Context: an optimization exercise on an open-source flow, tuned for small area, a short achievable clock period and few clock cycles per item. The choices shown serve that exercise and are no tape-out recipe. Only simulation tests tie the RTL to the original design; equivalence was not proved. No activity file was given, so power comes from the tool's default toggle rates.

==> design/flow/design.v <==
`default_nettype none
package conn_pkg;
	localparam logic [1:0] PKT_TAIL = 2'b10;  
	localparam logic [5:0] FLAG_FIN = 6'h01;
	localparam logic [5:0] FLAG_SYN = 6'h02;
	localparam logic [5:0] FLAG_RST = 6'h04;
	localparam logic [5:0] FLAG_ACK = 6'h10;
	typedef struct packed {
		logic [31:0] src_ip;
		logic [31:0] dst_ip;
		logic [15:0] src_port;
		logic [15:0] dst_port;
	} flow_key_t;  
	typedef logic [5:0] tcp_flags_t;
	typedef struct packed {
		flow_key_t  key;
		tcp_flags_t flags;
	} key_rec_t;  
	typedef struct packed {
		logic [1:0]  hd_tag;  
		logic [3:0]  spare;
		flow_key_t   flow_key;
		tcp_flags_t  tcp_flags;
		logic [25:0] rest;  
	} meta_t;  
	typedef logic [8:0]  conn_idx_t;  
	typedef logic [15:0] sim_key_t;
	typedef struct packed {
		logic      valid;
		sim_key_t  sim_key;
		logic [6:0] spare;
		conn_idx_t idx;
	} hash_entry_t;  
	typedef enum logic [1:0] {
		CLOSED      = 2'd0,
		REQUESTED   = 2'd1,
		ESTABLISHED = 2'd2
	} tcp_state_e;
	typedef struct packed {
		flow_key_t  flow_key;
		logic       dir;  
		tcp_state_e cli_state;
		tcp_state_e ser_state;
		conn_idx_t  next_idx;  
	} conn_entry_t;  
	typedef struct packed {
		logic        aging;  
		conn_entry_t entry;
	} conn_read_t;
	typedef struct packed {
		logic forward;  
		logic pkt_in;
		logic reserved;
		logic conn_start;
		logic conn_end;
		logic state_change;
		logic time_out;  
		logic conn_setup;
		logic new_flow;
		logic every_pkt;
	} event_map_t;
	typedef struct packed {
		logic [2:0] zero;
		logic       dir;
		tcp_state_e cli_state;
		tcp_state_e ser_state;
	} conn_state_t;
	typedef struct packed {
		logic [15:0] flow_id;  
		conn_state_t state;
		logic [7:0]  events;  
	} pkt_in_info_t;
endpackage
`default_nettype wire
`timescale 1ns/1ps
`default_nettype none
module connection_searcher (
	input  wire              clk,
	input  wire              reset,
	input  wire              meta_valid,
	input  conn_pkg::meta_t             meta,
	output logic             hash_valid,
	output conn_pkg::conn_idx_t        hash_1,
	output conn_pkg::conn_idx_t        hash_2,
	input  conn_pkg::hash_entry_t       hash_entry_1,
	input  conn_pkg::hash_entry_t       hash_entry_2,
	output logic             conn_rd,
	output logic             conn_wr,
	output logic             aging_wr,
	output conn_pkg::conn_idx_t        conn_idx,
	output conn_pkg::conn_entry_t      conn_wdata,
	input  conn_pkg::conn_read_t        conn_rdata,
	output logic             event_valid,
	output conn_pkg::event_map_t       events,
	output conn_pkg::pkt_in_info_t     pkt_in_info
);
	localparam int NW = 8;  
	localparam int WB = 4;  
	localparam int QD = 32 - NW;  
	localparam int QB = 5;
	logic        hdr_skip;  
	logic        is_header;
	logic [15:0] fold_src;
	logic [15:0] fold_dst;
	logic        hv1, hv2;  
	logic [15:0] sk0, sk1, sk2;  
	logic        hit1, hit2;
	logic [8:0]  bidx;
	assign is_header = meta_valid && !hdr_skip;
	assign fold_src = meta.flow_key.src_ip[15:0] ^ meta.flow_key.src_port;
	assign fold_dst = meta.flow_key.dst_ip[15:0] ^ meta.flow_key.dst_port;
	assign hit1 = hash_entry_1.valid && (hash_entry_1.sim_key == sk2);
	assign hit2 = hash_entry_2.valid && (hash_entry_2.sim_key == sk2);
	assign bidx = hit1 ? hash_entry_1.idx : hit2 ? hash_entry_2.idx : 9'd0;  
	always_ff @(posedge clk or negedge reset) begin
		if (!reset) begin
			hdr_skip <= 1'b0;
			hash_valid <= 1'b0;
			hv1 <= 1'b0;
			hv2 <= 1'b0;
		end else begin
			if (meta_valid) hdr_skip <= (meta.hd_tag != conn_pkg::PKT_TAIL);
			hash_valid <= is_header;
			hv1 <= hash_valid;
			hv2 <= hv1;
		end
	end
	always_ff @(posedge clk) begin
		if (is_header) begin
			hash_1 <= fold_src[8:0];
			hash_2 <= fold_dst[8:0];
			sk0 <= fold_src ^ fold_dst;
		end
		sk1 <= sk0;
		sk2 <= sk1;
	end
	logic [101:0]  kmem [QD];  
	logic [9:0]    imem [QD];  
	logic [QB-1:0] kwp, iwp, rp;
	logic [QB:0]   kcnt;  
	logic [QB:0]   icnt;  
	logic          kfull;
	logic          alloc;
	logic [95:0]   hkey;
	logic [5:0]    hflg;
	logic [8:0]    hidx;
	logic          hzero;
	function automatic logic [QB-1:0] qnext(input logic [QB-1:0] p);
		qnext = (p == QB'(QD - 1)) ? '0 : p + 1'b1;
	endfunction
	assign kfull = (kcnt == (QB + 1)'(QD));
	assign hkey = kmem[rp][101:6];
	assign hflg = kmem[rp][5:0];
	assign hzero = imem[rp][9];
	assign hidx = imem[rp][8:0];
	always_ff @(posedge clk or negedge reset) begin
		if (!reset) begin
			kwp <= '0;
			iwp <= '0;
			rp <= '0;
			kcnt <= '0;
			icnt <= '0;
		end else begin
			if (is_header) kwp <= qnext(kwp);
			if (hv2) iwp <= qnext(iwp);
			if (alloc) rp <= qnext(rp);
			case ({is_header, alloc})
				2'b10: kcnt <= kcnt + 1'b1;
				2'b01: kcnt <= kcnt - 1'b1;
				default: ;
			endcase
			case ({hv2, alloc})
				2'b10: icnt <= icnt + 1'b1;
				2'b01: icnt <= icnt - 1'b1;
				default: ;
			endcase
		end
	end
	always_ff @(posedge clk) begin
		if (!kfull) kmem[kwp] <= {meta.flow_key, meta.tcp_flags};
		if (hv2) imem[iwp] <= {(bidx == '0), bidx};
	end
	logic [NW-1:0]        busy;  
	logic [NW-1:0]        done;
	logic [NW-1:0]        pend;  
	logic [NW-1:0]        live;  
	logic [NW-1:0]        stale;  
	logic [NW-1:0][95:0]  wkey;
	logic [NW-1:0][5:0]   wflg;
	logic [NW-1:0][8:0]   wcur;  
	logic [NW-1:0][8:0]   wnxt;  
	logic [NW-1:0]        wfwd;
	logic [NW-1:0]        wdir;
	logic [NW-1:0][3:0]   wst;  
	logic [NW-1:0]        wovr;  
	logic          shift;  
	logic [NW:0]   apos;  
	logic [WB-1:0] anum;
	assign shift = busy[0] && done[0];
	assign alloc = (icnt != '0) && (!busy[NW-1] || shift);
	always_comb begin
		apos = '0;
		anum = '0;
		for (int i = 0; i <= NW; i++) begin
			if ((i == NW || !busy[i]) && (i == 0 || busy[i-1])) begin
				apos[i] = 1'b1;
				anum = WB'(i);
			end
		end
	end
	logic          t1v, t2v, t3v, t4v;
	logic [WB-1:0] t1w, t2w, t3w, t4w;  
	logic [95:0]   ckey;  
	logic [95:0]   rkey;
	logic [95:0]   cswap;
	logic          r_hit, r_fwd, r_end;
	logic [8:0]    rnext;
	assign rkey = conn_rdata.entry.flow_key;
	assign cswap = {ckey[63:32], ckey[95:64], ckey[15:0], ckey[31:16]};
	assign r_fwd = (rkey == ckey);
	assign r_hit = r_fwd || (rkey == cswap);
	assign rnext = conn_rdata.entry.next_idx;
	assign r_end = (rnext == '0);
	logic          cwrite;
	logic          step;
	logic [NW-1:0] need;
	logic [NW-1:0] nsel;
	logic [WB-1:0] nnum;
	logic          rd_step, rd_al, rd_need;
	logic          issue;
	logic [WB-1:0] iss_w;
	logic [8:0]    iss_idx;
	assign cwrite = shift && live[0];
	assign step = t4v && !r_hit && !r_end;
	assign need = busy & ~done & ~pend;
	always_comb begin
		nsel = '0;
		nnum = '0;
		for (int i = NW - 1; i >= 0; i--) begin
			if (need[i]) begin
				nsel = '0;
				nsel[i] = 1'b1;
				nnum = WB'(i);
			end
		end
	end
	assign rd_step = !cwrite && step;
	assign rd_al = !cwrite && !step && alloc && !hzero;
	assign rd_need = !cwrite && !step && !(alloc && !hzero) && (need != '0);
	assign issue = rd_step || rd_al || rd_need;
	always_comb begin
		iss_w = nnum;
		iss_idx = wcur[nnum];
		if (step) begin
			iss_w = t4w;
			iss_idx = rnext;
		end else if (alloc && !hzero) begin
			iss_w = anum;
			iss_idx = hidx;
		end
	end
	always_ff @(posedge clk or negedge reset) begin
		if (!reset) begin
			t1v <= 1'b0;
			t2v <= 1'b0;
			t3v <= 1'b0;
			t4v <= 1'b0;
		end else begin
			t1v <= issue;
			t2v <= t1v;
			t3v <= t2v;
			t4v <= t3v;
		end
	end
	always_ff @(posedge clk) begin
		t1w <= iss_w - WB'(shift);
		t2w <= t1w - WB'(shift);
		t3w <= t2w - WB'(shift);
		t4w <= t3w - WB'(shift);
		ckey <= wkey[t3w];
	end
	logic [3:0]    snp_st;  
	logic [NW-1:0] snp;
	assign snp_st = {conn_wdata.cli_state, conn_wdata.ser_state};
	always_comb begin
		for (int w = 0; w < NW; w++) snp[w] = conn_wr && (conn_idx == wcur[w]);
	end
	logic [NW:0]        u_busy, u_done, u_pend, u_live, u_stale, u_fwd, u_dir, u_ovr;
	logic [NW:0][95:0]  u_key;
	logic [NW:0][5:0]   u_flg;
	logic [NW:0][8:0]   u_cur, u_nxt;
	logic [NW:0][3:0]   u_st;
	always_comb begin
		for (int w = 0; w <= NW; w++) begin
			if (w < NW) begin
				u_busy[w] = busy[w];
				u_done[w] = done[w];
				u_pend[w] = pend[w];
				u_live[w] = live[w];
				u_stale[w] = stale[w];
				u_fwd[w] = wfwd[w];
				u_dir[w] = wdir[w];
				u_ovr[w] = wovr[w];
				u_key[w] = wkey[w];
				u_flg[w] = wflg[w];
				u_cur[w] = wcur[w];
				u_nxt[w] = wnxt[w];
				u_st[w] = wst[w];
				if (t4v && t4w == WB'(w)) begin
					if (r_hit) begin
						u_done[w] = 1'b1;
						u_pend[w] = 1'b0;
						u_live[w] = !conn_rdata.aging;
						u_stale[w] = conn_rdata.aging;
						u_fwd[w] = r_fwd;
						u_dir[w] = conn_rdata.entry.dir;
						u_nxt[w] = rnext;
						if (snp[w]) u_st[w] = snp_st;
						else if (!wovr[w]) u_st[w] = {conn_rdata.entry.cli_state, conn_rdata.entry.ser_state};
					end else if (r_end) begin
						u_done[w] = 1'b1;  
						u_pend[w] = 1'b0;
					end else begin
						u_cur[w] = rnext;  
						u_ovr[w] = 1'b0;
						u_pend[w] = rd_step;
					end
				end else if (snp[w]) begin
					u_st[w] = snp_st;
					u_ovr[w] = 1'b1;
				end
				if (rd_need && nsel[w]) u_pend[w] = 1'b1;
			end else begin
				u_busy[w] = 1'b0;
				u_done[w] = 1'b0;
				u_pend[w] = 1'b0;
				u_live[w] = 1'b0;
				u_stale[w] = 1'b0;
				u_fwd[w] = 1'b0;
				u_dir[w] = 1'b0;
				u_ovr[w] = 1'b0;
				u_key[w] = hkey;
				u_flg[w] = hflg;
				u_cur[w] = hidx;
				u_nxt[w] = '0;
				u_st[w] = '0;
			end
			if (alloc && apos[w]) begin
				u_busy[w] = 1'b1;
				u_done[w] = hzero;  
				u_pend[w] = rd_al;
				u_live[w] = 1'b0;
				u_stale[w] = 1'b0;
				u_ovr[w] = 1'b0;
				u_key[w] = hkey;
				u_flg[w] = hflg;
				u_cur[w] = hidx;
			end
		end
	end
	always_ff @(posedge clk or negedge reset) begin
		if (!reset) begin
			busy <= '0;
		end else begin
			for (int w = 0; w < NW; w++) busy[w] <= shift ? u_busy[w+1] : u_busy[w];
		end
	end
	always_ff @(posedge clk) begin
		for (int w = 0; w < NW; w++) begin
			done[w] <= shift ? u_done[w+1] : u_done[w];
			pend[w] <= shift ? u_pend[w+1] : u_pend[w];
			live[w] <= shift ? u_live[w+1] : u_live[w];
			stale[w] <= shift ? u_stale[w+1] : u_stale[w];
			wfwd[w] <= shift ? u_fwd[w+1] : u_fwd[w];
			wdir[w] <= shift ? u_dir[w+1] : u_dir[w];
			wovr[w] <= shift ? u_ovr[w+1] : u_ovr[w];
			wkey[w] <= shift ? u_key[w+1] : u_key[w];
			wflg[w] <= shift ? u_flg[w+1] : u_flg[w];
			wcur[w] <= shift ? u_cur[w+1] : u_cur[w];
			wnxt[w] <= shift ? u_nxt[w+1] : u_nxt[w];
			wst[w] <= shift ? u_st[w+1] : u_st[w];
		end
	end
	logic [3:0]  c_st;
	logic [5:0]  c_flg;
	logic        c_side;  
	logic [95:0] c_key;  
	logic [3:0]  n_st;
	logic        chg, ev_start, ev_end, ev_setup;
	logic [9:0]  live_ev;
	assign c_st = snp[0] ? snp_st : wst[0];  
	assign c_flg = wflg[0];
	assign c_side = wdir[0] ^ !wfwd[0];
	assign c_key = wfwd[0] ? wkey[0] : {wkey[0][63:32], wkey[0][95:64], wkey[0][15:0], wkey[0][31:16]};
	always_comb begin
		n_st = c_st;
		chg = 1'b0;
		ev_start = 1'b0;
		ev_end = 1'b0;
		ev_setup = 1'b0;
		if (!c_side) begin
			case (c_st[3:2])
				2'd1: begin
					if (c_flg == conn_pkg::FLAG_ACK) begin
						n_st = {2'd2, 2'd2};
						chg = 1'b1;
						ev_setup = 1'b1;
					end else if (c_flg[2]) begin
						n_st = {2'd0, 2'd0};
						chg = 1'b1;
						ev_end = 1'b1;
					end
				end
				2'd2: begin
					if (c_flg[0] || c_flg[2]) begin
						n_st[3:2] = 2'd0;
						if (c_flg[2]) n_st[1:0] = 2'd0;
						chg = 1'b1;
						ev_end = 1'b1;
					end
				end
				default: ;
			endcase
		end else begin
			case (c_st[1:0])
				2'd0: begin
					if (c_flg == (conn_pkg::FLAG_SYN | conn_pkg::FLAG_ACK)) begin
						n_st[1:0] = 2'd1;
						chg = 1'b1;
						ev_start = 1'b1;
					end
				end
				2'd2: begin
					if (c_flg[0]) begin
						n_st[1:0] = 2'd0;
						chg = 1'b1;
						ev_end = 1'b1;
					end
				end
				default: ;
			endcase
		end
	end
	assign live_ev = {3'b000, ev_start, ev_end, chg, 1'b0, ev_setup, 1'b0, 1'b1};
	always_ff @(posedge clk or negedge reset) begin
		if (!reset) begin
			conn_rd <= 1'b0;
			conn_wr <= 1'b0;
			aging_wr <= 1'b0;
			event_valid <= 1'b0;
		end else begin
			conn_rd <= issue;
			conn_wr <= cwrite && chg;
			aging_wr <= cwrite;
			event_valid <= shift;
		end
	end
	always_ff @(posedge clk) begin
		conn_idx <= cwrite ? wcur[0] : iss_idx;
		if (cwrite) conn_wdata <= {c_key, wdir[0], n_st, wnxt[0]};
		if (shift) begin
			if (live[0]) begin
				events <= live_ev;
				pkt_in_info <= {7'd0, wcur[0], 3'd0, wdir[0], n_st, live_ev[7:0]};
			end else begin
				events <= 10'h102;
				pkt_in_info <= {7'd0, (stale[0] ? wcur[0] : 9'd0), 8'd0, 8'h02};
			end
		end
	end
endmodule
`default_nettype wire
==> design/flow/run.sh <==
#!/bin/bash
# synth_recipe.tcl (not shown) runs the flow's synth.tcl, then flattens the netlist and writes it again
# the make line also repeats each setting of config.mk as NAME=value (left out here)
make -C /OpenROAD-flow-scripts/flow DESIGN_CONFIG=/design/flow/config.mk WORK_HOME=/design/flow/orfs CLKGATE_MAP_FILE= SYNTH_SCRIPT=/design/flow/synth_recipe.tcl finish
==> design/flow/config.mk <==
export PLATFORM = sky130hd
export DESIGN_NAME = connection_searcher
export DESIGN_NICKNAME = connection_searcher
export VERILOG_FILES = /design/flow/design.v
export SDC_FILE = /design/flow/constraint.sdc
export NUM_CORES = 4
export LEC_CHECK = 0
export CAP_MARGIN = 20
export CORE_MARGIN = 2
export CORE_UTILIZATION = 35
export SLEW_MARGIN = 20
==> design/flow/constraint.sdc <==
create_clock -name core_clock -period 5.5 [get_ports {clk}]
set_input_delay 1.1000 -clock core_clock [delete_from_list [all_inputs] [get_ports {clk}]]
set_output_delay 1.1000 -clock core_clock [all_outputs]
set_load 0.01 [all_outputs]
==> out/metrics.cfg, run 1 <==
[worst_hold_path]
hold_class=input port to asynchronous set/reset pin

[power]
max-vdd-ir-drop_v=0.000869
total_power_w=0.118
cellPowerDensity_nw_per_um2=606
leakage_nw=65.0

[logic_synthesis]
synth_area_leader_cell=sky130_fd_sc_hd__edfxtp_1
synth_sequential_area_ratio=0.662
synthesis.area_per_instance_um2=15.2
netlist.area_leader.share=0.529
post_synth_mux_area_share=0.164
synth_compound_gate_area_share=0.0794
synth_edf_count=2983
list_of_most_frequent_post_synthesis_cells=2983 x sky130_fd_sc_hd__edfxtp_1, 1070 x sky130_fd_sc_hd__dfxtp_1, 975 x sky130_fd_sc_hd__nor2_1, 974 x sky130_fd_sc_hd__mux4_2, 808 x sky130_fd_sc_hd__a21oi_1
ys_types=80
share_of_synthesized_registers_carrying_an_async_set_or_reset=0.0112
synth_ff_type=sky130_fd_sc_hd__edfxtp_1
synth_top_family_by_area=multiplexers
yosys.area_share.adder=0.00238
netlist_instances=11100
yosysMostFrequentCell=sky130_fd_sc_hd__edfxtp_1
synth_simple_gate_area_frac=0.0515
synthXorXnorAreaFrac=0.0190
mappedNetlistArea_um2=169000
yosys-top-cells-area=sky130_fd_sc_hd__edfxtp_1 53%, sky130_fd_sc_hd__mux4_2 13%, sky130_fd_sc_hd__dfxtp_1 13%
ys_warn_count=3
synth_seq_cells=4099

[global_routing]
grt_start_max_net_pins=199
grt_pass1_vias=95500
grt_pass1_wl_mm=691
grt-ovfl-total=0
antenna_found_initial=69
groute.usage.overall=0.191

[die]
ios=498
coreArea_um2=482000
die_footprint_um2=489000
initial_utilization=0.351
die_x_um=700
vertical_die_dimension_um=700
row_count=255

[critical_path]
path_buf_inv=2
worst-endpoint-required_ns=6.35
path_max_fanout=54
cp-end-kind=flop
critical_path.max_stage_delay_ns=0.94
arrival_ns=5.25
crit_chain=nor4_1 -> nand2_1 -> nand2_1 -> clkinv_1 -> nand2_4 -> buf_4 -> nor2_1 -> a21oi_1 -> mux2i_1
crit_cells=9
critPathMostFrequentCell=sky130_fd_sc_hd__nand2_1
startpoint_type=flop
worst-setup-path-type=flop to flop
critical-path-slowest-cell=sky130_fd_sc_hd__nand2_4
worstRegToRegCells=9
timing.critical_path.max_delay_family=simple AND/OR/NAND/NOR gates

[timing]
relSlewSlack=0.207
min_period_ns=4.41
final_hold_violation_count=0
drv_slew=0
maxClockFrequency_mhz=227
worst_slew_pin_slew_ns=1.19
total_negative_setup_slacks_ns=0
fin_crit_sh=0.801
timing.final.setup_violations=0
fin_skew_ns=0.0684
setup_repair_after_global_routing_missed_its_margin=no

[clocking]
cts_hold_repair.buffers=0
cts_tree=built
clk-insertion-delay-late_ns=1.02
ctsHtreeMaxLevel=5
cts_resizes=0
cts_root_buf=sky130_fd_sc_hd__clkbuf_16
clock_tree.buffer_depth=4
numClockSinks=4099
number_of_setup_buffers_added_after_cts=0
cts-buffers-inserted=425
clkSlewWorstSetupHoldPaths_ns=0.06

[placement]
placed_inst_area_um2=182000
placedCellCount=17500
detailedPlacementHpwl_mm=290
io_buffers=438
gpl.final_weighted_congestion=0.896

[final_layout]
final_core_utilization=0.405
finalNonFillerCells=18300
final_design_area_no_fill_um2=195000
area_growth_from_synthesis_to_layout_pct=15.4
fillers=43600
layout-drive-gt1-share=0.180
nNetsFinal=11800

[drt]
number_of_vias_per_cell=5.42
detail_route.first_pass.iterations=5
drc=0
detail_route.iter0.violations=11300
wire_per_inst_um=26.4
detail_route.wirelength_mm=482
via_count=99100
antenna_violating_nets_left=0

[flow_run]
cap_viol_max_count=0

[status]
outcome=finished clean

through the flow:
stage / setup WS [ns] / hold WS, ns
after floorplan: -0.309 / 0.310
after global placement: 0.552 / 0.311
after detailed placement: 0.533 / 0.312
after CTS: 1.08 / 0.166
after global routing: 0.774 / 0.238
final: 1.09 / 0.203
where the power goes:
part / total, W / switching [W] / leakage (nW) / internal (W)
Combinational: 0.0443 / 0.0264 / 22.0 / 0.0178
Sequential: 0.0458 / 0.00470 / 36.4 / 0.0411
Clock: 0.0283 / 0.0123 / 6.65 / 0.0160
flip-flops by register name, indices dropped and copies added, names as in the netlist, 9 cells and up:
name	cells
hash_1	9
ckey	96
hash_2	9
kmem	2448
sk1	16
pkt_in_info	20
wnxt	72
sk2	16
wcur	72
wst	32
sk0	16
wkey	768
imem	240
conn_idx	9
conn_wdata	110
wflg	48
layer usage:
layer	global-route usage	wire length [µm]
met1	0.272	212000
met2	0.305	223000
met3	0.0316	35300
met4	0.0504	12200
met5	0	241
path summary, 6_finish.rpt:
path	startpoint	to	slack (ns)
min in group core_clock	sk1[4]	sk2[4]	0.33
max	icnt[2]	wkey[543]	1.09
min	reset	hdr_skip	0.20
max reg2reg	icnt[2]	wkey[543]	1.09
max in group asynchronous	reset	rp[2]	4.69
min reg2reg	sk1[4]	sk2[4]	0.33
placed cells by master (no fill, tap or decap), types with 427 or more instances in the layout:
cell type,n
sky130_fd_sc_hd__dfxtp_1,1066
sky130_fd_sc_hd__mux2i_1,450
sky130_fd_sc_hd__clkdlybuf4s50_1,427
sky130_fd_sc_hd__a21oi_1,808
sky130_fd_sc_hd__nor2_1,944
sky130_fd_sc_hd__nand2_1,784
sky130_fd_sc_hd__o21ai_0,593
sky130_fd_sc_hd__clkbuf_16,435
sky130_fd_sc_hd__edfxtp_1,2983
sky130_fd_sc_hd__mux4_2,974
cells by family after synthesis:
logic type                 Yosys count
and+or+nand+nor                   2110
other                                1
muxes                             1540
buffers and inverters              862
DFF                               4099
adders and majority gates           31
AOI/OAI and AO/OA                 2130
xor gates and xnor gates           368
layout make-up:
| class | instances | area (µm²) | share of cell area |
|---|---|---|---|
| inverters | 81 | 322 | 0.00165 |
| clock buffers | 572 | 11700 | 0.0601 |
| multi-input cells | 6194 | 53900 | 0.276 |
| clock inverters | 216 | 1910 | 0.00978 |
| flip-flops and latches | 4099 | 112000 | 0.574 |
| well taps | 6425 | 8040 | 0.0412 |
| repair buffers | 683 | 7120 | 0.0365 |
| diodes | 30 | 75.1 | 0.000384 |
Testbench counts, summed over its fixed seeds: cycles 12,530, items 4,800.
==> inputs of run 2 (changes only) <==
--- a/design/flow/design.v
+++ b/design/flow/design.v
@@ -99,3 +99,2 @@
 	localparam int QD = 32 - NW;  
-	localparam int QB = 5;
 	logic        hdr_skip;  
@@ -128,7 +127,5 @@
 	always_ff @(posedge clk) begin
-		if (is_header) begin
-			hash_1 <= fold_src[8:0];
-			hash_2 <= fold_dst[8:0];
-			sk0 <= fold_src ^ fold_dst;
-		end
+		hash_1 <= fold_src[8:0];  
+		hash_2 <= fold_dst[8:0];
+		sk0 <= fold_src ^ fold_dst;
 		sk1 <= sk0;
@@ -136,42 +133,46 @@
 	end
-	logic [101:0]  kmem [QD];  
+	logic [99:0]   kmem [QD];  
 	logic [9:0]    imem [QD];  
-	logic [QB-1:0] kwp, iwp, rp;
-	logic [QB:0]   kcnt;  
-	logic [QB:0]   icnt;  
+	logic [QD-1:0] kwp, iwp, rp;
+	logic [QD-1:0] kth;  
+	logic [QD-1:0] ith;  
 	logic          kfull;
+	logic          iready;
 	logic          alloc;
 	logic [95:0]   hkey;
-	logic [5:0]    hflg;
+	logic [3:0]    hflg;
 	logic [8:0]    hidx;
 	logic          hzero;
-	function automatic logic [QB-1:0] qnext(input logic [QB-1:0] p);
-		qnext = (p == QB'(QD - 1)) ? '0 : p + 1'b1;
+	function automatic logic [QD-1:0] therm(input logic [QD-1:0] t, input logic up, input logic dn);
+		therm = (up && !dn) ? {t[QD-2:0], 1'b1} : (dn && !up) ? {1'b0, t[QD-1:1]} : t;
 	endfunction
-	assign kfull = (kcnt == (QB + 1)'(QD));
-	assign hkey = kmem[rp][101:6];
-	assign hflg = kmem[rp][5:0];
-	assign hzero = imem[rp][9];
-	assign hidx = imem[rp][8:0];
+	assign kfull = kth[QD-1];
+	assign iready = ith[0];
+	always_comb begin
+		logic [99:0]  k;
+		logic [9:0]   x;
+		k = '0;
+		x = '0;
+		for (int i = 0; i < QD; i++) begin
+			k = k | (kmem[i] & {100{rp[i]}});
+			x = x | (imem[i] & {10{rp[i]}});
+		end
+		hkey = k[99:4];
+		hflg = k[3:0];
+		hzero = x[9];
+		hidx = x[8:0];
+	end
 	always_ff @(posedge clk or negedge reset) begin
 		if (!reset) begin
-			kwp <= '0;
-			iwp <= '0;
-			rp <= '0;
-			kcnt <= '0;
-			icnt <= '0;
+			kwp <= QD'(1);
+			iwp <= QD'(1);
+			rp <= QD'(1);
+			kth <= '0;
+			ith <= '0;
 		end else begin
-			if (is_header) kwp <= qnext(kwp);
-			if (hv2) iwp <= qnext(iwp);
-			if (alloc) rp <= qnext(rp);
-			case ({is_header, alloc})
-				2'b10: kcnt <= kcnt + 1'b1;
-				2'b01: kcnt <= kcnt - 1'b1;
-				default: ;
-			endcase
-			case ({hv2, alloc})
-				2'b10: icnt <= icnt + 1'b1;
-				2'b01: icnt <= icnt - 1'b1;
-				default: ;
-			endcase
+			if (is_header) kwp <= {kwp[QD-2:0], kwp[QD-1]};
+			if (hv2) iwp <= {iwp[QD-2:0], iwp[QD-1]};
+			if (alloc) rp <= {rp[QD-2:0], rp[QD-1]};
+			kth <= therm(kth, is_header, alloc);
+			ith <= therm(ith, hv2, alloc);
 		end
@@ -179,4 +180,7 @@
 	always_ff @(posedge clk) begin
-		if (!kfull) kmem[kwp] <= {meta.flow_key, meta.tcp_flags};
-		if (hv2) imem[iwp] <= {(bidx == '0), bidx};
+		for (int i = 0; i < QD; i++) begin
+			if (kwp[i] && !kfull) kmem[i] <= {meta.flow_key, (meta.tcp_flags == conn_pkg::FLAG_ACK),
+				(meta.tcp_flags == (conn_pkg::FLAG_SYN | conn_pkg::FLAG_ACK)), meta.tcp_flags[2], meta.tcp_flags[0]};
+			if (hv2 && iwp[i]) imem[i] <= {(bidx == '0), bidx};
+		end
 	end
@@ -188,5 +192,5 @@
 	logic [NW-1:0][95:0]  wkey;
-	logic [NW-1:0][5:0]   wflg;
+	logic [NW-1:0][3:0]   wflg;  
 	logic [NW-1:0][8:0]   wcur;  
-	logic [NW-1:0][8:0]   wnxt;  
+	logic [NW-1:0][8:0]   widx;  
 	logic [NW-1:0]        wfwd;
@@ -199,3 +203,3 @@
 	assign shift = busy[0] && done[0];
-	assign alloc = (icnt != '0) && (!busy[NW-1] || shift);
+	assign alloc = iready && (!busy[NW-1] || shift);
 	always_comb begin
@@ -285,3 +289,3 @@
 	always_comb begin
-		for (int w = 0; w < NW; w++) snp[w] = conn_wr && (conn_idx == wcur[w]);
+		for (int w = 0; w < NW; w++) snp[w] = conn_wr && (conn_idx == (done[w] ? widx[w] : wcur[w]));
 	end
@@ -289,4 +293,4 @@
 	logic [NW:0][95:0]  u_key;
-	logic [NW:0][5:0]   u_flg;
-	logic [NW:0][8:0]   u_cur, u_nxt;
+	logic [NW:0][3:0]   u_flg;
+	logic [NW:0][8:0]   u_cur, u_idx;
 	logic [NW:0][3:0]   u_st;
@@ -306,23 +310,16 @@
 				u_cur[w] = wcur[w];
-				u_nxt[w] = wnxt[w];
+				u_idx[w] = widx[w];
 				u_st[w] = wst[w];
 				if (t4v && t4w == WB'(w)) begin
-					if (r_hit) begin
-						u_done[w] = 1'b1;
-						u_pend[w] = 1'b0;
-						u_live[w] = !conn_rdata.aging;
-						u_stale[w] = conn_rdata.aging;
-						u_fwd[w] = r_fwd;
-						u_dir[w] = conn_rdata.entry.dir;
-						u_nxt[w] = rnext;
-						if (snp[w]) u_st[w] = snp_st;
-						else if (!wovr[w]) u_st[w] = {conn_rdata.entry.cli_state, conn_rdata.entry.ser_state};
-					end else if (r_end) begin
-						u_done[w] = 1'b1;  
-						u_pend[w] = 1'b0;
-					end else begin
-						u_cur[w] = rnext;  
-						u_ovr[w] = 1'b0;
-						u_pend[w] = rd_step;
-					end
+					u_idx[w] = wcur[w];
+					u_cur[w] = rnext;
+					u_dir[w] = conn_rdata.entry.dir;
+					u_fwd[w] = r_fwd;
+					u_ovr[w] = 1'b0;
+					if (snp[w]) u_st[w] = snp_st;
+					else if (!wovr[w]) u_st[w] = {conn_rdata.entry.cli_state, conn_rdata.entry.ser_state};
+					u_done[w] = r_hit || r_end;  
+					u_live[w] = r_hit && !conn_rdata.aging;
+					u_stale[w] = r_hit && conn_rdata.aging;
+					u_pend[w] = rd_step;  
 				end else if (snp[w]) begin
@@ -344,3 +341,3 @@
 				u_cur[w] = hidx;
-				u_nxt[w] = '0;
+				u_idx[w] = '0;
 				u_st[w] = '0;
@@ -379,3 +376,3 @@
 			wcur[w] <= shift ? u_cur[w+1] : u_cur[w];
-			wnxt[w] <= shift ? u_nxt[w+1] : u_nxt[w];
+			widx[w] <= shift ? u_idx[w+1] : u_idx[w];
 			wst[w] <= shift ? u_st[w+1] : u_st[w];
@@ -384,3 +381,3 @@
 	logic [3:0]  c_st;
-	logic [5:0]  c_flg;
+	logic [3:0]  c_flg;
 	logic        c_side;  
@@ -390,3 +387,3 @@
 	logic [9:0]  live_ev;
-	assign c_st = snp[0] ? snp_st : wst[0];  
+	assign c_st = (conn_wr && conn_idx == widx[0]) ? snp_st : wst[0];  
 	assign c_flg = wflg[0];
@@ -403,3 +400,3 @@
 				2'd1: begin
-					if (c_flg == conn_pkg::FLAG_ACK) begin
+					if (c_flg[3]) begin
 						n_st = {2'd2, 2'd2};
@@ -407,3 +404,3 @@
 						ev_setup = 1'b1;
-					end else if (c_flg[2]) begin
+					end else if (c_flg[1]) begin
 						n_st = {2'd0, 2'd0};
@@ -414,5 +411,5 @@
 				2'd2: begin
-					if (c_flg[0] || c_flg[2]) begin
+					if (c_flg[0] || c_flg[1]) begin
 						n_st[3:2] = 2'd0;
-						if (c_flg[2]) n_st[1:0] = 2'd0;
+						if (c_flg[1]) n_st[1:0] = 2'd0;
 						chg = 1'b1;
@@ -426,3 +423,3 @@
 				2'd0: begin
-					if (c_flg == (conn_pkg::FLAG_SYN | conn_pkg::FLAG_ACK)) begin
+					if (c_flg[2]) begin
 						n_st[1:0] = 2'd1;
@@ -458,12 +455,10 @@
 	always_ff @(posedge clk) begin
-		conn_idx <= cwrite ? wcur[0] : iss_idx;
-		if (cwrite) conn_wdata <= {c_key, wdir[0], n_st, wnxt[0]};
-		if (shift) begin
-			if (live[0]) begin
-				events <= live_ev;
-				pkt_in_info <= {7'd0, wcur[0], 3'd0, wdir[0], n_st, live_ev[7:0]};
-			end else begin
-				events <= 10'h102;
-				pkt_in_info <= {7'd0, (stale[0] ? wcur[0] : 9'd0), 8'd0, 8'h02};
-			end
+		conn_idx <= cwrite ? widx[0] : iss_idx;
+		conn_wdata <= {c_key, wdir[0], n_st, wcur[0]};
+		if (live[0]) begin
+			events <= live_ev;
+			pkt_in_info <= {7'd0, widx[0], 3'd0, wdir[0], n_st, live_ev[7:0]};
+		end else begin
+			events <= 10'h102;
+			pkt_in_info <= {7'd0, (stale[0] ? widx[0] : 9'd0), 8'd0, 8'h02};
 		end
--- a/design/flow/config.mk
+++ b/design/flow/config.mk
@@ -9,3 +9,4 @@
 export CORE_MARGIN = 2
-export CORE_UTILIZATION = 35
+export CORE_UTILIZATION = 70
+export SETUP_SLACK_MARGIN = 2.6
 export SLEW_MARGIN = 20
==> out/metrics.cfg, run 2 <==
[clocking]
numClockSinks=4128  ; +0.71%
cts_tree=built
cts-buffers-inserted=407  ; -4.2%
clock_tree.buffer_depth=4  ; unchanged
cts_root_buf=sky130_fd_sc_hd__clkbuf_16
clkSlewWorstSetupHoldPaths_ns=0.07  ; about the same
clk-insertion-delay-late_ns=1.06  ; +0.04 ns
cts_hold_repair.buffers=0  ; unchanged
ctsHtreeMaxLevel=5  ; unchanged

[critical_path]
reg2reg_setup_slack_ns=2.40  ; +1.30 ns
worst-endpoint-required_ns=6.37  ; +0.02 ns
worst-setup-path-type=flop to flop
arrival_ns=3.97  ; -1.28 ns
critPathMostFrequentCell=sky130_fd_sc_hd__buf_6
crit_end=t1w[1]
worstSetupStartpoint=rp[20]
cp-end-kind=flop
crit_chain=a22oi_1 -> nand4_1 -> nor4_4 -> buf_6 -> o211ai_1 -> o211ai_1 -> o21ai_2 -> ha_2 -> buf_6 -> buf_6 -> ha_4 -> inv_2
path_max_fanout=13  ; -76%
critical_path.max_stage_delay_ns=0.68  ; -0.26 ns
crit-reg2reg-capture=t1w[1]
critical-path-slowest-cell=sky130_fd_sc_hd__dfrtp_4
worstRegToRegCells=12  ; +3
startpoint_type=flop
r2r-start=rp[20]

[drt]
drc=0  ; unchanged
antenna_violating_nets_left=0  ; unchanged
wire_per_inst_um=34.1  ; +29%
via_count=121000  ; +22%
detail_route.wirelength_mm=570  ; +18%
detail_route.first_pass.iterations=10  ; +5
detail_route.iter0.violations=22700  ; +100%
number_of_vias_per_cell=7.23  ; +34%

[logic_synthesis]
netlist.area_leader.share=0.511  ; -0.0179
synth_area_leader_cell=sky130_fd_sc_hd__edfxtp_1
ys_warn_count=5  ; +2
list_of_most_frequent_post_synthesis_cells=2769 x sky130_fd_sc_hd__edfxtp_1, 2349 x sky130_fd_sc_hd__nand2_1, 1220 x sky130_fd_sc_hd__dfxtp_1, 1100 x sky130_fd_sc_hd__a22oi_1, 870 x sky130_fd_sc_hd__o21ai_0
synth_seq_cells=4128  ; +0.71%
yosys-top-cells-area=sky130_fd_sc_hd__edfxtp_1 51%, sky130_fd_sc_hd__dfxtp_1 15%, sky130_fd_sc_hd__nand2_1 5.4%
synth_ff_type=sky130_fd_sc_hd__edfxtp_1
synthesis.area_per_instance_um2=12.7  ; -17%
synth_sequential_area_ratio=0.683  ; +0.0203
synth_edf_count=2769  ; -7.2%
share_of_synthesized_registers_carrying_an_async_set_or_reset=0.0337  ; +0.0225
netlist_instances=12800  ; +15%
mappedNetlistArea_um2=163000  ; -3.9%
yosysMostFrequentCell=sky130_fd_sc_hd__edfxtp_1
ys_types=76  ; -5.0%

[final_layout]
fillers=11800  ; -73%
nNetsFinal=13600  ; +15%
largest_register=kmem
largestRegisters=kmem: 2400 flops, wkey: 768 flops, imem: 240 flops
layout-drive-gt1-share=0.131  ; -0.0489
finalNonFillerCells=16700  ; -8.7%
final_design_area_no_fill_um2=188000  ; -3.6%
largest_register_ff_count=2400  ; -2.0%
final_common_cell=sky130_fd_sc_hd__edfxtp_1
area_growth_from_synthesis_to_layout_pct=15.7
mostFrequentLayoutCells=2769 x sky130_fd_sc_hd__edfxtp_1, 2342 x sky130_fd_sc_hd__nand2_1, 1156 x sky130_fd_sc_hd__dfxtp_1
final_core_utilization=0.816  ; +0.411

[power]
switching_share=0.307  ; -0.0598
leakage_nw=67.9  ; +4.4%
power.share.sequential=0.462  ; +0.075
power_frac_comb=0.225  ; -0.149
share_clk_of_total_power=0.314  ; +0.075
internal_power_w=0.0619  ; -17%
cellPowerDensity_nw_per_um2=475  ; -22%
max-vdd-ir-drop_v=0.000460  ; -47%
p_sw_w=0.0275  ; -37%

[timing]
relSlewSlack=0.137  ; -0.0708
maxClockFrequency_mhz=322  ; +42%
timing.final.setup_violations=0  ; unchanged
worst_slew_pin_slew_ns=1.30  ; +0.110 ns
min_period_ns=3.10  ; -1.30 ns
final.setup.worst_slack_ns=2.40  ; +1.30 ns
fin_crit_sh=0.564  ; -0.237
fin_skew_ns=0.112  ; +0.0438 ns
setup_repair_after_global_routing_missed_its_margin=yes
total_negative_setup_slacks_ns=0  ; unchanged
final_hold_violation_count=0  ; unchanged
drv_slew=0  ; unchanged

[die]
vertical_die_dimension_um=486  ; -31%
ios=498  ; unchanged
die_x_um=486  ; -31%
initial_utilization=0.706  ; +0.354
die_footprint_um2=236000  ; -52%
row_count=176  ; -31%
coreArea_um2=231000  ; -52%

[placement]
placed_inst_area_um2=171000  ; -5.8%
dp_worst_setup_slack_ns=0.356  ; -0.177 ns
gpl.final_weighted_congestion=0.936  ; +4.4%
detailedPlacementHpwl_mm=291  ; +0.20%
io_buffers=438  ; unchanged
placedCellCount=15700  ; -10%

[global_routing]
grt_pass1_vias=115000  ; +21%
grt_start_max_net_pins=224  ; +13%
antenna_found_initial=51  ; -26%
grt_pass1_wl_mm=784  ; +13%
groute.usage.overall=0.460  ; +0.269
grt-ovfl-total=0  ; unchanged

[flow_run]
cap_viol_max_count=0  ; unchanged

[worst_hold_path]
hold_class=input port to asynchronous set/reset pin

[status]
outcome=finished clean

## run 2: changes by cell type in the layout (fill, tap and decap cells not counted), sizes merged, moves of 215 or more
| cell | before | now |
|---|---|---|
| a21oi | 808 | 501 |
| nor2 | 977 | 676 |
| mux4 | 974 | 192 |
| clkdlybuf4s50 | 427 | 161 |
| nand2 | 790 | 2349 |
| a211oi | 240 | 25 |
| buf | 256 | 497 |
| dlygate4sd2 | 0 | 226 |
| a22oi | 96 | 1100 |
## run 2: cell type report
cell class / count / area, µm² / area share
antenna: 39 / 97.6 / 0.000519
timing repair buffer: 938 / 10100 / 0.0539
multi-input combinational: 7800 / 49600 / 0.264
sequential: 4128 / 111000 / 0.591
clock buffer: 546 / 11200 / 0.0595
inverter: 43 / 183 / 0.000971
tap: 3026 / 3790 / 0.0201
clock inverter: 188 / 1870 / 0.00996
## run 2: per-layer routing
layer,GRT usage,part of all wire,vias up
li1,-,-,48700
met1,0.582,0.31,57500
met2,0.698,0.44,12000
met3,0.155,0.17,2673
met4,0.269,0.070,22
met5,0,0.00044,-
## run 2: power by group through the flow
stage | Combinational [W] | Clock [W] | Sequential [W]
4_1_cts | 0.0194 | 0.0275 | 0.0411
3_3_place_gp | 0.0185 | 0 | 0.0414
5_1_grt | 0.0218 | 0.0290 | 0.0416
6_report | 0.0201 | 0.0280 | 0.0413
2_1_floorplan | 0.0138 | 0 | 0.0400
3_5_place_dp | 0.0191 | 0 | 0.0417
## run 2: how the worst min path moves through the flow
stage / from / end / slack (ns) / cells past startpoint
global placement: sk0[2] / sk1[2] / 0.31 / 0
global route: reset / hdr_skip / 0.30 / 1
detailed placement: sk0[5] / sk1[5] / 0.31 / 0
floorplan: sk0[0] / sk1[0] / 0.31 / 0
finish: reset / kth[0] / 0.25 / 1
CTS: reset / hdr_skip / 0.21 / 1
## run 2: cell families (layout without fill, tap and decap cells)
family | count (synthesis) | count (layout) | share of synthesized area
other cells | 1 | 54 | 0.0000231
xor+xnor | 363 | 363 | 0.0195
flops | 4128 | 4128 | 0.683
compound gates | 2810 | 2811 | 0.111
mux | 815 | 822 | 0.0663
buf+inv | 938 | 1715 | 0.0226
simple gates | 3776 | 3777 | 0.0972
fa+ha+maj | 12 | 12 | 0.000923
## run 2: timing repair
| item | 4_1_cts | 5_1_grt |
|---|---|---|
| cloned | 13 | 11 |
| buffers inserted | 112 | 93 |
| endpoints found under the setup margin | 1282 | 654 |
| gates resized for setup | 464 | 181 |
| pin swaps | 75 | 62 |
## run 2: per-stage QoR
step	total power [W]	hold slack [ns]
floorplan	0.0538	0.310
CTS	0.0881	0.211
global placement	0.0599	0.312
global route	0.0924	0.304
detailed placement	0.0609	0.312
finish	0.0894	0.251
## run 2: worst max-delay path: cells and delay by family, from the launching register on
kind                     cells  cell delay, ns
buffers and inverters        4            0.43
AO/OA/AOI/OAI                4            0.73
adder cells (fa/ha/maj)      2            0.45
flip-flops                   1            0.68
AND/OR/NAND/NOR              2            0.65
Testbench counts of run 2, summed over its fixed seeds: cycles 12,530, items 4,800.
==> inputs of run 3 (changes only) <==
--- a/design/flow/config.mk
+++ b/design/flow/config.mk
@@ -10,3 +10,5 @@
 export CORE_UTILIZATION = 70
+export CTS_CLUSTER_DIAMETER = 60
+export CTS_CLUSTER_SIZE = 28
 export SETUP_SLACK_MARGIN = 2.6
-export SLEW_MARGIN = 20
+export SLEW_MARGIN = 40
==> out/metrics.cfg, run 3 <==
[status]
outcome=finished clean

[power]
p_sw_w=0.0259  ; -5.7%
power.share.sequential=0.515  ; +0.053
power_frac_comb=0.254  ; +0.029
internal_power_w=0.0540  ; -13%
share_clk_of_total_power=0.231  ; -0.083
leakage_nw=65.1  ; -4.1%
cellPowerDensity_nw_per_um2=438  ; -7.9%
max-vdd-ir-drop_v=0.000349  ; -24%
total_power_w=0.0799  ; -11%
switching_share=0.324  ; +0.0172

[drt]
detail_route.first_pass.iterations=9  ; -1
detail_route.iter0.violations=20800  ; -8.4%
wire_per_inst_um=32.6  ; -4.4%
antenna_violating_nets_left=0  ; unchanged
number_of_vias_per_cell=7.08  ; -2.0%
drc=0  ; unchanged
via_count=116000  ; -4.0%
detail_route.wirelength_mm=534  ; -6.4%

[timing]
setup_repair_after_global_routing_missed_its_margin=yes
fin_crit_sh=0.550  ; -0.0136
relSlewSlack=0.352  ; +0.215
fin_skew_ns=0.0647  ; -0.0475 ns
total_negative_setup_slacks_ns=0  ; unchanged
drv_slew=0  ; unchanged
final_hold_violation_count=0  ; unchanged
min_period_ns=3.03  ; -0.0750 ns
timing.final.setup_violations=0  ; unchanged
fin_worst_hold_slack_ns=0.216  ; -0.0351 ns
maxClockFrequency_mhz=330  ; +2.5%
worst_slew_pin_slew_ns=0.972  ; -0.323 ns

[logic_synthesis]
ys_warn_count=5  ; unchanged
share_of_synthesized_registers_carrying_an_async_set_or_reset=0.0337  ; unchanged
synth_top_family_by_area=compound AO/OA/AOI/OAI gates
synthXorXnorAreaFrac=0.0195  ; unchanged
yosysMostFrequentCell=sky130_fd_sc_hd__edfxtp_1
netlist_instances=12800  ; unchanged
synth_ff_type=sky130_fd_sc_hd__edfxtp_1
synth_area_leader_cell=sky130_fd_sc_hd__edfxtp_1
post_synth_mux_area_share=0.0663  ; unchanged
list_of_most_frequent_post_synthesis_cells=2769 x sky130_fd_sc_hd__edfxtp_1, 2349 x sky130_fd_sc_hd__nand2_1, 1220 x sky130_fd_sc_hd__dfxtp_1, 1100 x sky130_fd_sc_hd__a22oi_1, 870 x sky130_fd_sc_hd__o21ai_0
yosys.area_share.adder=0.000923  ; unchanged
ys_types=76  ; unchanged
synth_compound_gate_area_share=0.111  ; unchanged
synth_sequential_area_ratio=0.683  ; unchanged
mappedNetlistArea_um2=163000  ; unchanged
synth_edf_count=2769  ; unchanged
synth_seq_cells=4128  ; unchanged
synthesis.area_per_instance_um2=12.7  ; unchanged
yosys-top-cells-area=sky130_fd_sc_hd__edfxtp_1 51%, sky130_fd_sc_hd__dfxtp_1 15%, sky130_fd_sc_hd__nand2_1 5.4%
netlist.area_leader.share=0.511  ; unchanged
synth_simple_gate_area_frac=0.0972  ; unchanged

[final_layout]
nNetsFinal=13500  ; -1.3%
largestRegisters=kmem: 2400 flops, wkey: 768 flops, imem: 240 flops
layout-drive-gt1-share=0.124  ; -0.00753
largest_register=kmem
largest_register_ff_count=2400  ; unchanged
final_common_cell=sky130_fd_sc_hd__edfxtp_1
mostFrequentLayoutCells=2769 x sky130_fd_sc_hd__edfxtp_1, 2341 x sky130_fd_sc_hd__nand2_1, 1154 x sky130_fd_sc_hd__dfxtp_1
area_growth_from_synthesis_to_layout_pct=12.2
final_design_area_no_fill_um2=183000  ; -3.0%
final_core_utilization=0.792  ; -0.0247
fillers=12900  ; +9.6%

[global_routing]
grt-ovfl-total=0  ; unchanged
grt_pass1_wl_mm=745  ; -5.0%
grt_pass1_vias=110000  ; -4.9%
grt_start_max_net_pins=221  ; -1.3%
antenna_found_initial=49  ; -3.9%
groute.usage.overall=0.437  ; -0.0228

[critical_path]
worst-setup-path-type=flop to flop
cp-end-kind=flop
path_buf_inv=1  ; -3
arrival_ns=3.85  ; -0.12 ns
startpoint_type=flop
critical_path.max_stage_delay_ns=0.38  ; -0.30 ns
timing.critical_path.max_delay_family=simple AND/OR/NAND/NOR gates
worst-endpoint-required_ns=6.33  ; -0.04 ns
critical-path-slowest-cell=sky130_fd_sc_hd__dfxtp_4
critPathMostFrequentCell=sky130_fd_sc_hd__nand4_1
path_max_fanout=7  ; -6
crit_chain=xnor2_4 -> nand4_1 -> nor4_2 -> nand4_1 -> nor3_4 -> buf_6 -> or4_4 -> o211ai_1 -> o21ai_4 -> ha_4 -> o2111ai_2 -> xnor2_1 -> a21oi_1

[clocking]
cts_root_buf=sky130_fd_sc_hd__clkbuf_16
numClockSinks=4128  ; unchanged
ctsHtreeMaxLevel=4  ; -1
clk-insertion-delay-late_ns=0.95  ; -0.11 ns
clkSlewWorstSetupHoldPaths_ns=0.11  ; +0.04 ns
clock_tree.buffer_depth=3  ; -1
cts_tree=built
cts-buffers-inserted=201  ; -51%

[worst_hold_path]
hold_class=input port to asynchronous set/reset pin

[die]
row_count=176  ; unchanged
initial_utilization=0.706  ; unchanged
ios=498  ; unchanged
die_footprint_um2=236000  ; unchanged
vertical_die_dimension_um=486  ; unchanged
coreArea_um2=231000  ; unchanged
die_x_um=486  ; unchanged

[placement]
detailedPlacementHpwl_mm=298  ; +2.7%
io_buffers=438  ; unchanged
gpl.final_weighted_congestion=0.936  ; unchanged
placed_inst_area_um2=172000  ; +0.42%

[flow_run]
cap_viol_max_count=0  ; unchanged

[run 3: cell counts after synthesis]
Identical to the previous run, type by type.
[run 3: cell families (layout without fill, tap and decap cells)]
logic type / count (synthesis) / after routing
other cells: 1 / 54
xor+xnor: 363 / 363
simple gates: 3776 / 3777
fa+ha+maj: 12 / 12
mux: 815 / 822
buf+inv: 938 / 1381
flops: 4128 / 4128
compound gates: 2810 / 2811
[run 3: layout make-up]
| type | count | area [µm²] | area share |
|---|---|---|---|
| Sequential cell | 4128 | 111000 | 0.610 |
| Multi-Input combinational cell | 7800 | 49700 | 0.273 |
| Timing Repair Buffer | 969 | 10400 | 0.0570 |
| Clock buffer | 243 | 5300 | 0.0290 |
| Tap cell | 3026 | 3790 | 0.0207 |
| Clock inverter | 126 | 1700 | 0.00933 |
| Inverter | 43 | 183 | 0.00100 |
| Antenna cell | 39 | 97.6 | 0.000535 |
[run 3: final timing paths]
kind	from	endpoint	slack, ns	depth (start not counted)
worst max-delay path	ckey[70]	t1w[3]	2.47	13
worst min-delay path	reset	kth[1]	0.22	1
worst max register to register	ckey[70]	t1w[3]	2.47	13
worst min register to register	sk1[8]	sk2[8]	0.33	0
max in group asynchronous	reset	busy[0]	4.03	2
min in group core_clock	sk1[8]	sk2[8]	0.33	0
[run 3: metrics by stage]
stage	setup WS [ns]	instances
6_report	2.47	16400
5_1_grt	2.42	16400
2_1_floorplan	1.64	12900
3_3_place_gp	0.383	15700
4_1_cts	2.39	16200
3_5_place_dp	0.390	15700
[run 3: worst register-to-register path: stages (launching register included)]
cell and delay [ns]:
sky130_fd_sc_hd__dfxtp_4 0.38, sky130_fd_sc_hd__xnor2_4 0.20, sky130_fd_sc_hd__nand4_1 0.27, sky130_fd_sc_hd__nor4_2 0.26
sky130_fd_sc_hd__nand4_1 0.26, sky130_fd_sc_hd__nor3_4 0.37, sky130_fd_sc_hd__buf_6 0.18, sky130_fd_sc_hd__or4_4 0.18
sky130_fd_sc_hd__o211ai_1 0.16, sky130_fd_sc_hd__o21ai_4 0.11, sky130_fd_sc_hd__ha_4 0.18, sky130_fd_sc_hd__o2111ai_2 0.10
sky130_fd_sc_hd__xnor2_1 0.17, sky130_fd_sc_hd__a21oi_1 0.08
[run 3: routing by layer]
layer	vias to the layer above	global-route usage	part of all wire
li1	48100	-	-
met1	56100	0.580	0.33
met2	9965	0.684	0.45
met3	1782	0.114	0.16
met4	17	0.202	0.056
met5	-	0	0.00031
[run 3: what timing repair did]
item / CTS / global route
cloned: 14 / 11
pin swaps: 72 / 75
buffers inserted: 101 / 110
hold buffers: 0 / 0
gates resized for setup: 418 / 184
endpoints found under the setup margin: 1106 / 632
[run 3: power by group through the flow]
stage / registers [W] / clock network, W / logic (W)
after floorplan: 0.0400 / 0 / 0.0138
after global placement: 0.0414 / 0 / 0.0185
after detailed placement: 0.0417 / 0 / 0.0193
after CTS: 0.0409 / 0.0183 / 0.0196
after global routing: 0.0414 / 0.0194 / 0.0221
final: 0.0411 / 0.0185 / 0.0203
==> inputs of run 4 (changes only) <==
--- a/design/flow/config.mk
+++ b/design/flow/config.mk
@@ -9,3 +9,3 @@
 export CORE_MARGIN = 2
-export CORE_UTILIZATION = 70
+export CORE_UTILIZATION = 65
 export CTS_CLUSTER_DIAMETER = 60
==> out/metrics.cfg, run 4 <==
[clocking]
cts_tree=built
cts-buffers-inserted=212  ; +5.5%
clk-insertion-delay-late_ns=0.92  ; -0.03 ns
clock_tree.buffer_depth=3  ; unchanged
cts_root_buf=sky130_fd_sc_hd__clkbuf_16
numClockSinks=4128  ; unchanged
ctsHtreeMaxLevel=4  ; unchanged
clkSlewWorstSetupHoldPaths_ns=0.10  ; about the same

[power]
leakage_nw=65.5  ; +0.58%
cellPowerDensity_nw_per_um2=439  ; +0.35%
total_power_w=0.0808  ; +1.2%
power.share.sequential=0.509  ; -0.006
switching_share=0.324  ; about the same
max-vdd-ir-drop_v=0.000335  ; -4.2%
p_sw_w=0.0262  ; +1.1%
internal_power_w=0.0546  ; +1.2%
power_frac_comb=0.256  ; +0.002
share_clk_of_total_power=0.236  ; +0.005

[drt]
drc=0  ; unchanged
number_of_vias_per_cell=6.84  ; -3.5%
via_count=114000  ; -1.5%
antenna_violating_nets_left=0  ; unchanged
detail_route.first_pass.iterations=9  ; unchanged
detail_route.iter0.violations=19200  ; -7.7%
wire_per_inst_um=32.0  ; -1.8%
detail_route.wirelength_mm=535  ; +0.18%

[final_layout]
combined_area_of_the_multi_input_logic_cells_um2=50100  ; +0.62%
fillers=15800  ; +22%
area_growth_from_synthesis_to_layout_pct=13.2
layout-drive-gt1-share=0.128  ; +0.00497
largest_register=kmem
largest_register_ff_count=2400  ; unchanged
layout.area.seq_um2=111000  ; about the same
mostFrequentLayoutCells=2769 x sky130_fd_sc_hd__edfxtp_1, 2341 x sky130_fd_sc_hd__nand2_1, 1170 x sky130_fd_sc_hd__dfxtp_1
nNetsFinal=13500  ; +0.18%
finalNonFillerCells=16700  ; +2.0%
final_common_cell=sky130_fd_sc_hd__edfxtp_1
largestRegisters=kmem: 2400 flops, wkey: 768 flops, imem: 240 flops

[placement]
placedCellCount=16000  ; +2.0%
detailedPlacementHpwl_mm=303  ; +1.6%
gpl.final_weighted_congestion=0.910  ; -2.7%
dp_worst_setup_slack_ns=0.475  ; +0.0852 ns
io_buffers=438  ; unchanged

[global_routing]
antenna_found_initial=48  ; -2.0%
groute.usage.overall=0.408  ; -0.0295
grt_start_max_net_pins=231  ; +4.5%
grt_pass1_vias=108000  ; -1.1%
grt-ovfl-total=0  ; unchanged
grt_pass1_wl_mm=752  ; +0.84%

[die]
coreArea_um2=249000  ; +7.9%
vertical_die_dimension_um=504  ; +3.7%
die_x_um=504  ; +3.7%
die_footprint_um2=254000  ; +7.6%
ios=498  ; unchanged
initial_utilization=0.654  ; -0.0514
row_count=183  ; +4.0%

[critical_path]
path_max_fanout=5  ; -2
cp-end-kind=flop
worst-endpoint-required_ns=6.28  ; -0.05 ns
startpoint_type=flop
arrival_ns=3.85  ; about the same
worst-setup-path-type=flop to flop

[timing]
maxClockFrequency_mhz=325  ; -1.6%
fin_worst_hold_slack_ns=0.159  ; -0.0565 ns
fin_skew_ns=0.0825  ; +0.0179 ns
relSlewSlack=0.338  ; -0.0138
total_negative_setup_slacks_ns=0  ; unchanged
min_period_ns=3.07  ; +0.0483 ns
setup_repair_after_global_routing_missed_its_margin=yes
timing.final.setup_violations=0  ; unchanged
fin_crit_sh=0.559  ; +0.00878
drv_slew=0  ; unchanged
worst_slew_pin_slew_ns=0.993  ; +0.0206 ns
final.setup.worst_slack_ns=2.43  ; -0.0483 ns
final_hold_violation_count=0  ; unchanged

[logic_synthesis]
ys_warn_count=5  ; unchanged
netlist.area_leader.share=0.511  ; unchanged
ys_types=76  ; unchanged
synth_seq_cells=4128  ; unchanged
mappedNetlistArea_um2=163000  ; unchanged
netlist_instances=12800  ; unchanged
yosys-top-cells-area=sky130_fd_sc_hd__edfxtp_1 51%, sky130_fd_sc_hd__dfxtp_1 15%, sky130_fd_sc_hd__nand2_1 5.4%
synth_area_leader_cell=sky130_fd_sc_hd__edfxtp_1
share_of_synthesized_registers_carrying_an_async_set_or_reset=0.0337  ; unchanged
yosysMostFrequentCell=sky130_fd_sc_hd__edfxtp_1
synth_ff_type=sky130_fd_sc_hd__edfxtp_1
synthesis.area_per_instance_um2=12.7  ; unchanged
synth_sequential_area_ratio=0.683  ; unchanged
list_of_most_frequent_post_synthesis_cells=2769 x sky130_fd_sc_hd__edfxtp_1, 2349 x sky130_fd_sc_hd__nand2_1, 1220 x sky130_fd_sc_hd__dfxtp_1, 1100 x sky130_fd_sc_hd__a22oi_1, 870 x sky130_fd_sc_hd__o21ai_0
synth_edf_count=2769  ; unchanged

[worst_hold_path]
hold_class=input port to asynchronous set/reset pin

[flow_run]
cap_viol_max_count=0  ; unchanged

[status]
outcome=finished clean

==> run 4: cell counts after synthesis <==
Identical to the previous run, type by type.
==> run 4: final timing paths <==
check	startpoint	end	slack, ns	cells past startpoint
min in group core_clock	sk0[0]	sk1[0]	0.32	0
max in group asynchronous	reset	busy[3]	4.24	2
worst min register to register	sk0[0]	sk1[0]	0.32	0
worst max register to register	ckey[70]	t1w[3]	2.43	14
worst max-delay path	ckey[70]	t1w[3]	2.43	14
worst min-delay path	reset	kth[0]	0.16	1
==> run 4: cell type report <==
type | count | area share
flip-flops and latches | 4128 | 0.605
diodes | 29 | 0.000394
repair buffers | 984 | 0.0591
clock buffers | 240 | 0.0299
well taps | 3330 | 0.0226
clock inverters | 154 | 0.0104
multi-input cells | 7798 | 0.272
inverters | 43 | 0.00103
==> run 4: critical path: stages (launching register included) <==
cell and delay (ns):
sky130_fd_sc_hd__dfxtp_4 0.39, sky130_fd_sc_hd__xnor2_4 0.21, sky130_fd_sc_hd__nand4_1 0.25, sky130_fd_sc_hd__nor4_2 0.35
sky130_fd_sc_hd__nand4_1 0.23, sky130_fd_sc_hd__nor3_4 0.36, sky130_fd_sc_hd__buf_6 0.18, sky130_fd_sc_hd__or4_4 0.17
sky130_fd_sc_hd__o211ai_1 0.11, sky130_fd_sc_hd__o21ai_2 0.10, sky130_fd_sc_hd__ha_4 0.18, sky130_fd_sc_hd__nand2_2 0.07
sky130_fd_sc_hd__xnor2_2 0.13, sky130_fd_sc_hd__nor2_1 0.14, sky130_fd_sc_hd__a21oi_1 0.05
==> run 4: logic make-up after synthesis <==
kind of cell             synth area share
AO/OA/AOI/OAI                       0.111
XOR/XNOR                           0.0195
adder cells (fa/ha/maj)          0.000923
buffers and inverters              0.0226
flip-flops                          0.683
multiplexers                       0.0663
other                           0.0000231
AND/OR/NAND/NOR                    0.0972
==> run 4: timing repair <==
item                       in CTS  in global routing
pin swaps                     115                 83
resized for setup             459                154
hold buffers                    0                  0
setup endpoints to repair    1243                601
setup buffers                 106                112
cloned                         13                  6
==> run 4: power by group through the flow <==
| stage | clock network [W] | logic, W | registers (W) |
|---|---|---|---|
| floorplan | 0 | 0.0138 | 0.0400 |
| global placement | 0 | 0.0185 | 0.0416 |
| detailed placement | 0 | 0.0194 | 0.0417 |
| CTS | 0.0190 | 0.0199 | 0.0410 |
| global route | 0.0201 | 0.0225 | 0.0415 |
| finish | 0.0190 | 0.0207 | 0.0411 |
==> run 4: through the flow <==
| step | cell area (µm²) | util |
|---|---|---|
| floorplan | 163000 | - |
| global placement | 172000 | 0.690 |
| detailed placement | 173000 | 0.694 |
| CTS | 182000 | 0.733 |
| global route | 184000 | 0.740 |
| finish | 184000 | 0.740 |
==> run 4: routing by layer <==
metal	up-vias	global-route usage	share of wire
li1	48200	-	-
met1	56200	0.553	0.35
met2	8475	0.640	0.46
met3	1340	0.0928	0.14
met4	16	0.173	0.047
met5	-	0	0.00021
==> inputs of run 5 (changes only) <==
--- a/design/flow/design.v
+++ b/design/flow/design.v
@@ -161,3 +161,2 @@
 		hflg = k[3:0];
-		hzero = x[9];
 		hidx = x[8:0];
@@ -179,2 +178,9 @@
 	end
+	logic [QD-1:0] zn;
+	always_comb begin
+		for (int i = 0; i < QD; i++) zn[i] = (hv2 && iwp[i]) ? (bidx == '0) : imem[i][9];
+	end
+	always_ff @(posedge clk) begin
+		hzero <= alloc ? |(zn & {rp[QD-2:0], rp[QD-1]}) : |(zn & rp);
+	end
 	always_ff @(posedge clk) begin
--- a/design/flow/config.mk
+++ b/design/flow/config.mk
@@ -9,3 +9,3 @@
 export CORE_MARGIN = 2
-export CORE_UTILIZATION = 65
+export CORE_UTILIZATION = 60
 export CTS_CLUSTER_DIAMETER = 60
@@ -13,2 +13,2 @@
 export SETUP_SLACK_MARGIN = 2.6
-export SLEW_MARGIN = 40
+export SLEW_MARGIN = 20
==> out/metrics.cfg, run 5 <==
[status]
outcome=finished clean

[drt]
number_of_vias_per_cell=6.74  ; -1.5%
detail_route.iter0.violations=18500  ; -3.4%
antenna_violating_nets_left=0  ; unchanged
detail_route.first_pass.iterations=11  ; +2
detail_route.wirelength_mm=560  ; +4.8%
drc=0  ; unchanged
wire_per_inst_um=32.7  ; +2.0%
via_count=116000  ; +1.2%

[die]
ios=498  ; unchanged
vertical_die_dimension_um=525  ; +4.2%
die_footprint_um2=276000  ; +8.6%
die_x_um=525  ; +4.2%
row_count=191  ; +4.4%
initial_utilization=0.603  ; -0.0512
coreArea_um2=271000  ; +8.8%

[global_routing]
grt_start_max_net_pins=241  ; +4.3%
groute.usage.overall=0.391  ; -0.0169
grt_pass1_vias=107000  ; -1.4%
antenna_found_initial=57  ; +19%
grt_pass1_wl_mm=775  ; +3.1%
grt-ovfl-total=0  ; unchanged

[clocking]
cts_hold_repair.buffers=0  ; unchanged
cts_root_buf=sky130_fd_sc_hd__clkbuf_16
cts_tree=built
clk-insertion-delay-late_ns=0.99  ; +0.07 ns
clock_tree.buffer_depth=4  ; +1
ctsHtreeMaxLevel=4  ; unchanged
numClockSinks=4129  ; +0.024%
clkSlewWorstSetupHoldPaths_ns=0.10  ; about the same
cts-buffers-inserted=235  ; +11%

[logic_synthesis]
ys_warn_count=5  ; unchanged
yosysMostFrequentCell=sky130_fd_sc_hd__edfxtp_1
synth_seq_cells=4129  ; +0.024%
yosys-top-cells-area=sky130_fd_sc_hd__edfxtp_1 51%, sky130_fd_sc_hd__dfxtp_1 15%, sky130_fd_sc_hd__a22oi_1 5.1%
netlist.area_leader.share=0.510  ; -0.00142
synth_sequential_area_ratio=0.681  ; -0.00177
netlist_instances=13000  ; +1.2%
ys_types=75  ; -1.3%
share_of_synthesized_registers_carrying_an_async_set_or_reset=0.0337  ; about the same
synthesis.area_per_instance_um2=12.6  ; -0.86%
synth_edf_count=2769  ; unchanged
mappedNetlistArea_um2=163000  ; +0.28%
list_of_most_frequent_post_synthesis_cells=2769 x sky130_fd_sc_hd__edfxtp_1, 2081 x sky130_fd_sc_hd__nand2_1, 1221 x sky130_fd_sc_hd__dfxtp_1, 1102 x sky130_fd_sc_hd__a22oi_1, 937 x sky130_fd_sc_hd__nor2_1
synth_area_leader_cell=sky130_fd_sc_hd__edfxtp_1
synth_ff_type=sky130_fd_sc_hd__edfxtp_1

[placement]
io_buffers=438  ; unchanged
gpl.final_weighted_congestion=0.919  ; +0.93%
dp_worst_setup_slack_ns=0.534  ; +0.0589 ns
detailedPlacementHpwl_mm=321  ; +5.9%

[final_layout]
layout-drive-gt1-share=0.129  ; +0.000472
nNetsFinal=13700  ; +1.4%
largestRegisters=kmem: 2400 flops, wkey: 768 flops, imem: 240 flops
fillers=18900  ; +20%
largest_register_ff_count=2400  ; unchanged
final_common_cell=sky130_fd_sc_hd__edfxtp_1
mostFrequentLayoutCells=2769 x sky130_fd_sc_hd__edfxtp_1, 2068 x sky130_fd_sc_hd__nand2_1, 1166 x sky130_fd_sc_hd__dfxtp_1
largest_register=kmem
area_growth_from_synthesis_to_layout_pct=13.8

[timing]
fin_crit_sh=0.586  ; +0.0266
maxClockFrequency_mhz=310  ; -4.5%
fin_skew_ns=0.0761  ; -0.00638 ns
final_hold_violation_count=0  ; unchanged
relSlewSlack=0.207  ; -0.131
worst_slew_pin_slew_ns=1.19  ; +0.193 ns
setup_repair_after_global_routing_missed_its_margin=yes
min_period_ns=3.22  ; +0.146 ns
final.setup.worst_slack_ns=2.28  ; -0.146 ns
total_negative_setup_slacks_ns=0  ; unchanged
timing.final.setup_violations=0  ; unchanged
drv_slew=0  ; unchanged

[critical_path]
cp-end-kind=flop
worst-endpoint-required_ns=6.30  ; +0.02 ns
path_max_fanout=4  ; -1
startpoint_type=input port
arrival_ns=4.02  ; +0.17 ns
worst-setup-path-type=input port to flop

[power]
max-vdd-ir-drop_v=0.000518  ; +55%
cellPowerDensity_nw_per_um2=478  ; +8.8%
leakage_nw=66.2  ; +1.2%

[worst_hold_path]
hold_class=input port to asynchronous set/reset pin

[flow_run]
cap_viol_max_count=0  ; unchanged

run 5: metal layers:
metal / routed length [µm] / GRT usage
met5: 180 / 0
met4: 23700 / 0.144
met3: 77200 / 0.0881
met2: 254000 / 0.608
met1: 205000 / 0.542
run 5: cell families after synthesis:
logic type,after synthesis,synth area share
xor gates and xnor gates,355,0.0191
AOI/OAI and AO/OA,2879,0.113
other,1,0.0000230
buffers and inverters,1011,0.0240
muxes,801,0.0651
adders and majority gates,12,0.000920
DFF,4129,0.681
and+or+nand+nor,3803,0.0972
run 5: final timing paths:
path,startpoint,endpoint,depth (start not counted),slack (ns)
setup / recovery,conn_rdata[47],pend[0],16,2.28
hold / removal,reset,iwp[13],1,0.16
setup reg to reg,ckey[25],pend[0],15,2.29
hold reg to reg,t2v,t3v,0,0.33
max in group asynchronous,reset,rp[2],2,4.04
min in group core_clock,t2v,t3v,0,0.33
run 5: critical path, stage by stage:
cell and delay, ns:
sky130_fd_sc_hd__dlygate4sd2_1 0.27, sky130_fd_sc_hd__xnor2_1 0.15, sky130_fd_sc_hd__nand4_1 0.18, sky130_fd_sc_hd__nor4_2 0.33
sky130_fd_sc_hd__buf_4 0.17, sky130_fd_sc_hd__nand2_2 0.05, sky130_fd_sc_hd__or4_4 0.61, sky130_fd_sc_hd__buf_6 0.17
sky130_fd_sc_hd__nand4_4 0.08, sky130_fd_sc_hd__buf_6 0.14, sky130_fd_sc_hd__buf_6 0.12, sky130_fd_sc_hd__buf_12 0.10
sky130_fd_sc_hd__buf_16 0.10, sky130_fd_sc_hd__buf_6 0.10, sky130_fd_sc_hd__a31oi_4 0.08, sky130_fd_sc_hd__a221oi_2 0.27
run 5: final cells by class:
class                      count  area (µm²)  area share
sequential                  4129      111000       0.599
multi-input combinational   7875       50300       0.271
timing repair buffer        1012       10600      0.0572
clock buffer                 259        6170      0.0332
tap                         3570        4470      0.0241
clock inverter               182        2280      0.0123
inverter                      96         389     0.00210
antenna                       39        97.6    0.000526
timing repair inverter         1        7.51   0.0000404
run 5: what timing repair did:
action,CTS,global route
setup endpoints to repair,1336,788
gates resized for setup,596,137
cloned,10,14
pin swaps,97,80
setup buffers,105,101
run 5: metrics by stage:
stage	instances	area, µm²	util	hold WS [ns]	power [W]
floorplan	13000	163000	-	0.310	0.0575
global placement	16500	173000	0.638	0.314	0.0657
detailed placement	16500	173000	0.639	0.313	0.0666
CTS	17000	184000	0.679	0.139	0.0876
global route	17100	186000	0.686	0.190	0.0924
finish	17200	186000	0.686	0.156	0.0887
run 5: report_power, final:
| group | switching, W | internal [W] | total [W] |
|---|---|---|---|
| clock network | 0.0115 | 0.00925 | 0.0207 |
| registers | 0.00372 | 0.0377 | 0.0414 |
| logic | 0.0162 | 0.0104 | 0.0266 |
Testbench counts of run 5, summed over its fixed seeds: cycles 12,530, items 4,800.

Re-timed with assumed drivers on the ports (clkbuf_16 on the clock, buf_2 on other inputs), run 5 has 2.291 ns of setup slack against 2.279 ns with ideal ports, and 1.299 ns once port delays also move by the mid clock arrival of 1.066 ns.
